This is an optimization exercise on Yosys and OpenROAD, whose aim is a short achievable clock period and few clock cycles, not a production implementation. The RTL was checked by simulation tests, not by an equivalence proof against the original design. Power figures rest on the tool's default switching activity, not on a simulated workload.

Setup of alpha:
// cpu_top
module cpu_top (
	input  logic               clk_in,
	input  logic               rst_in,
	input  logic               rdy_in,
	input  logic [7:0]         mem_din,
	output logic [7:0]         mem_dout,
	output logic [18-1:0] mem_a,
	output logic               mem_wr
);
==> flow/config.mk <==
export PLATFORM = sky130hd
export DESIGN_NAME = cpu_top
export DESIGN_NICKNAME = cpu_top
export VERILOG_FILES = /design/flow/design.v
export SDC_FILE = /design/flow/constraint.sdc
export NUM_CORES = 4
export LEC_CHECK = 0
export CAP_MARGIN = 20
export CORE_MARGIN = 2
export CORE_UTILIZATION = 40
export SETUP_SLACK_MARGIN = 5
export SLEW_MARGIN = 20
==> flow/constraint.sdc <==
create_clock -name core_clock -period 8.5 [get_ports {clk_in}]
set_input_delay 1.7000 -clock core_clock [delete_from_list [all_inputs] [get_ports {clk_in}]]
set_output_delay 1.7000 -clock core_clock [all_outputs]
set_load 0.01 [all_outputs]
standard.sh (not shown) runs the stock make flow with config.mk's settings and CLKGATE_MAP_FILE= SYNTH_SCRIPT=/design/flow/synth_recipe.tcl, a recipe that flattens the netlist after the stock synthesis.
==> flow/flow/run.sh <==
#!/bin/bash
# The standard layout, with timing repair aimed past the clock period's own slack
# (the constraints stay the design's; only how hard repair_timing works changes)
set -euo pipefail
MARGIN=6.0
bash standard.sh SETUP_SLACK_MARGIN=$MARGIN finish > standard_finish.log 2>&1
alpha has completed all stages; timing, DRC and antenna checks passed.
Testbench counts of alpha, summed over its fixed seeds: cycles 116,109.
Changes in beta relative to alpha:
==> flow/run.sh (new file) <==
#!/bin/bash
# synth_recipe.tcl (not shown) runs the flow's synth.tcl, then flattens the netlist and writes it again
# the make line also repeats each setting of config.mk as NAME=value (left out here)
make -C /OpenROAD-flow-scripts/flow DESIGN_CONFIG=/design/flow/config.mk WORK_HOME=/design/flow/orfs CLKGATE_MAP_FILE= SYNTH_SCRIPT=/design/flow/synth_recipe.tcl finish
removed: flow/flow/run.sh
removed: flow/standard.sh
## What came out
Re critical path buffer and inverter count: no difference whatsoever between alpha and beta.
Between beta and alpha, the area taken by flip-flops and latches figures differ only marginally.
In beta, the met2 layer usage reported by global route came out 3.3 points below the value in alpha.

---

JK:
cpu_top, a different RTL version from the one above (not shown whole).
Size in the first run: roughly 7100 cells after synthesis, about 2200 flip-flops, roughly 38 I/O pins.
clock: 8.5 ns
lec_check: 0
cap_margin: 20
core_margin: 2
core_utilization: 40
setup_slack_margin: 5
slew_margin: 20
==> flow/flow/run.sh <==
#!/bin/bash
# The standard layout, with timing repair aimed past the clock period's own slack
# (the constraints stay the design's; only how hard repair_timing works changes)
set -euo pipefail
MARGIN=6.0
bash standard.sh SETUP_SLACK_MARGIN=$MARGIN finish > standard_finish.log 2>&1
Testbench counts of JK, summed over its fixed seeds: cycles 116,109.
Modified inputs, PW compared to JK
==> flow/run.sh (new file) <==
#!/bin/bash
# synth_recipe.tcl (not shown) runs the flow's synth.tcl, then flattens the netlist and writes it again
# the make line also repeats each setting of config.mk as NAME=value (left out here)
make -C /OpenROAD-flow-scripts/flow DESIGN_CONFIG=/design/flow/config.mk WORK_HOME=/design/flow/orfs CLKGATE_MAP_FILE= SYNTH_SCRIPT=/design/flow/synth_recipe.tcl finish
removed: flow/flow/run.sh
removed: flow/standard.sh
==> comparison <==
- PW vs JK — routing usage on met3 dropped 1.1 points.
- PW against JK: part of the power in combinational logic shows a reduction of 2.9 points; sequential share of cell area shows an increase of 7.1 points.
- Both conditions hold for PW: the flow ran to the end and the final layout passed the timing, design-rule and antenna checks.

---

build 44:
cpu_top, a different RTL version from the one above (not shown whole).
Size: roughly 2200 flip-flops, roughly 38 I/O pins, about 0.11 mm² of cells after synthesis.
clock: 8.5 ns
lec_check: 0
abc_clock_period_in_ps: 3000
cap_margin: 20
core_margin: 2
core_utilization: 40
setup_slack_margin: 5
slew_margin: 20
==> flow/flow/run.sh <==
#!/bin/bash
# The standard layout, with timing repair aimed past the clock period's own slack
# (the constraints stay the design's; only how hard repair_timing works changes)
set -euo pipefail
MARGIN=5.5
bash standard.sh SETUP_SLACK_MARGIN=$MARGIN finish > standard_finish.log 2>&1
Build 44: PASS, flow complete, no timing, DRC or antenna violations
Testbench counts of build 44, summed over its fixed seeds: cycles 116,109.
[inputs] build 75 vs build 44
- SYNTH_HIERARCHICAL now 1, previously not set
- ABC_CLOCK_PERIOD_IN_PS no longer set, was 3000
==> flow/run.sh (new file) <==
#!/bin/bash
# synth_recipe.tcl (not shown) runs the flow's synth.tcl, then flattens the netlist and writes it again
# the make line also repeats each setting of config.mk as NAME=value (left out here)
make -C /OpenROAD-flow-scripts/flow DESIGN_CONFIG=/design/flow/config.mk WORK_HOME=/design/flow/orfs CLKGATE_MAP_FILE= SYNTH_SCRIPT=/design/flow/synth_recipe.tcl finish
removed: flow/flow/run.sh
removed: flow/standard.sh
[summary]
Compared to build 44, build 75 reaches a lower achievable clock. Build 75 vs. build 44: area used by sequential logic in the layout shows a reduction of 0.42%; met1 global-route usage shows no meaningful change; part of the total power dissipated in the clock network shows a reduction of 1.0 points. Summary of the comparison: insertion delay to the later sink of the worst-skew pair is lower in build 75, relative to build 44. Every stage of the flow completed for build 75, and the final layout passed the timing, design-rule and antenna checks. Between build 75 and build 44, it is build 75 whose total power is lower, by about 2%.
Input changes introduced in build 62 (baseline for comparison: build 75):
- SYNTH_HIERARCHICAL no longer set, was 1
- ABC_CLOCK_PERIOD_IN_PS now 1000, previously not set
--- outcome ---
Status | build 62 and build 75 | clean. Build 62 against build 75: number of nets in the final layout saw a decrease, overall routed net length saw a decrease, share of total power in combinational logic saw a decrease, power saw a decrease.
Relative to build 62, the following input files were edited for build 51:
- ABC_CLOCK_PERIOD_IN_PS now 2000, was 1000
Results
- The total of buffers placed on input and output ports was comparable across build 51 and build 62.
- Diff build 62..build 51 | clock skew | unchanged
- Build 51 against build 62: power now sits at about the same level, final count of hold timing violations held.
- Build 51 -> build 62: clock tree buffer count of the final layout delta 0, exact match
- Build 62 -> build 51: number of iterations in the first detailed-routing pass delta 0, exact match

---

Another version of the RTL of cpu_top (not shown whole).
Size in the first run: about 38 I/O pins, about 76000 um^2 of cells after synthesis.
==> flow/config.mk <==
export PLATFORM = sky130hd
export DESIGN_NAME = cpu_top
export DESIGN_NICKNAME = cpu_top
export VERILOG_FILES = /design/flow/design.v
export SDC_FILE = /design/flow/constraint.sdc
export NUM_CORES = 4
export LEC_CHECK = 0
export ABC_CLOCK_PERIOD_IN_PS = 3000
export CAP_MARGIN = 20
export CORE_MARGIN = 2
export CORE_UTILIZATION = 40
export SETUP_SLACK_MARGIN = 5
export SLEW_MARGIN = 20
==> flow/constraint.sdc <==
create_clock -name core_clock -period 8.5 [get_ports {clk_in}]
set_input_delay 1.7000 -clock core_clock [delete_from_list [all_inputs] [get_ports {clk_in}]]
set_output_delay 1.7000 -clock core_clock [all_outputs]
set_load 0.01 [all_outputs]
run.sh (not shown) runs the stock make flow with config.mk's settings and CLKGATE_MAP_FILE= SYNTH_SCRIPT=/design/flow/synth_recipe.tcl, a recipe that flattens the netlist after the stock synthesis.
Stock flow here: none of the scripts above is used.
The first run passed the timing, design-rule and antenna checks.
Testbench counts at the start, summed over its fixed seeds: cycles 152,234.
Then changed:
Settings changed: ABC_CLOCK_PERIOD_IN_PS 3000 to default, SETUP_SLACK_MARGIN 5 to default.
Outcome: The changed run completed without violations; combinational power fell by about 9%; total power fell by about 1.1%; global-route usage fell by 0.68 points; cell count fell by about 2.1%; count of clock-buffer cells in the layout rose by 3; wire length fell by about 3%.

---

## run A
Another version of the RTL of cpu_top (not shown whole).
Size in the first run: about 8,300 cells after synthesis, ~2,300 flip-flops.
clock: 8.5 ns
lec_check: 0
cap_margin: 20
core_margin: 2
core_utilization: 50
setup_slack_margin: 5
slew_margin: 20
standard.sh (not shown) runs the stock make flow with config.mk's settings and CLKGATE_MAP_FILE= SYNTH_SCRIPT=/design/flow/synth_recipe.tcl, a recipe that flattens the netlist after the stock synthesis.
==> flow/flow/run.sh <==
#!/bin/bash
# The standard layout, with timing repair aimed past the clock period's own slack
# (the constraints stay the design's; only how hard repair_timing works changes)
set -euo pipefail
MARGIN=6.3
bash standard.sh SETUP_SLACK_MARGIN=$MARGIN finish > standard_finish.log 2>&1
Testbench counts of run A, summed over its fixed seeds: cycles 115,859.
Input changes introduced in run B (baseline for comparison: run A):
Settings: PLACE_DENSITY newly set to 0.75; CORE_UTILIZATION changed from 50 to 60.
Results
Run B | ERROR | 5_1_grt
Compared with run A, in run B TritonCTS buffer count -11, starting density of the core +10 points.
Worst slack after detailed placement: higher on run A
Diff run A -> run B: cell total after placement down 4.8%, summed instance area of the synthesized netlist was more or less identical.
## Diff of input files: run C against run B
Settings: a change of CORE_UTILIZATION from 60 to 40; a deleted PLACE_DENSITY that had been 0.75.
==> run summary <==
- Run C finished every stage and its layout cleared the timing, design-rule and antenna checks.
- [compare] base=run B new=run C: routability congestion estimate has decreased, buffer count from post-CTS setup fixing has decreased, detailed-placement wirelength estimate has decreased, die width has increased.
- Relative to run B, worst setup timing slack at the placement stage has gone up in run C.
- Sort run B and run C by y dimension of the die desc -> top: run C
- Cell total after placement: higher on run C
- Delta (run C minus run B): maximum count of clock buffers along a single path climbed 1; effective utilization at floorplan lower; number of instances resized during post-cts repair roughly the same.

## what the ideal ports hide
The results above use ideal ports. As a check the final layouts listed here were re-extracted and re-timed, cells and wires unchanged.
Step 1 (the two cells are an assumption about what drives the block):
set clk [get_ports {clk_in}]
set_driving_cell -lib_cell sky130_fd_sc_hd__clkbuf_16 $clk
set_driving_cell -lib_cell sky130_fd_sc_hd__buf_2 [delete_from_list [all_inputs] $clk]
Step 2, shift: input delay + t, output delay - t, t = (earliest + latest rising clock arrival at the registers) / 2. This alone moves slack from input paths to output paths.
Slacks: ideal / step 1 / step 2; pairs: ideal / step 1.
run | t, ns | slack for setup (ns) | worst setup path after step 2 | worst register clock-pin slew, ns | worst data-port slew with drivers (ns)
alpha | 0.991 | 5.110 / 5.010 / 5.097 | input to register | 0.08 / 0.08 | 0.03
beta | 0.996 | 5.007 / 4.932 / 4.145 | input to register | 0.07 / 0.07 | 0.04
JK | 0.987 | 4.883 / 4.883 / 4.737 | input to register | 0.07 / 0.07 | 0.04
PW | 0.984 | 4.854 / 4.854 / 4.163 | input to register | 0.07 / 0.07 | 0.04
build 44 | 0.962 | 4.131 / 4.131 / 4.131 | register to register | 0.10 / 0.10 | 0.04
build 75 | 0.949 | 3.812 / 3.812 / 3.812 | register to register | 0.07 / 0.07 | 0.05
build 62 | 0.971 | 4.118 / 4.118 / 4.034 | input to register | 0.07 / 0.07 | 0.04
build 51 | 0.971 | 4.118 / 4.118 / 4.034 | input to register | 0.07 / 0.07 | 0.04
the first run of note 4 | 0.901 | 3.344 / 3.344 / 3.344 | register to register | 0.07 / 0.07 | 0.03
the second run of note 4 | 0.901 | 1.178 / 1.178 / 1.178 | register to register | 0.08 / 0.08 | 0.03
run A | 0.985 | 5.095 / 5.078 / 4.834 | input to register | 0.08 / 0.08 | 0.33
run C | 1.003 | 5.256 / 5.240 / 4.881 | input to register | 0.07 / 0.07 | 0.20
After both steps setup and hold are still met in every run listed. For beta, which loses most, drivers alone change the setup slack by -0.075 ns; drivers and shift together by -0.862 ns.
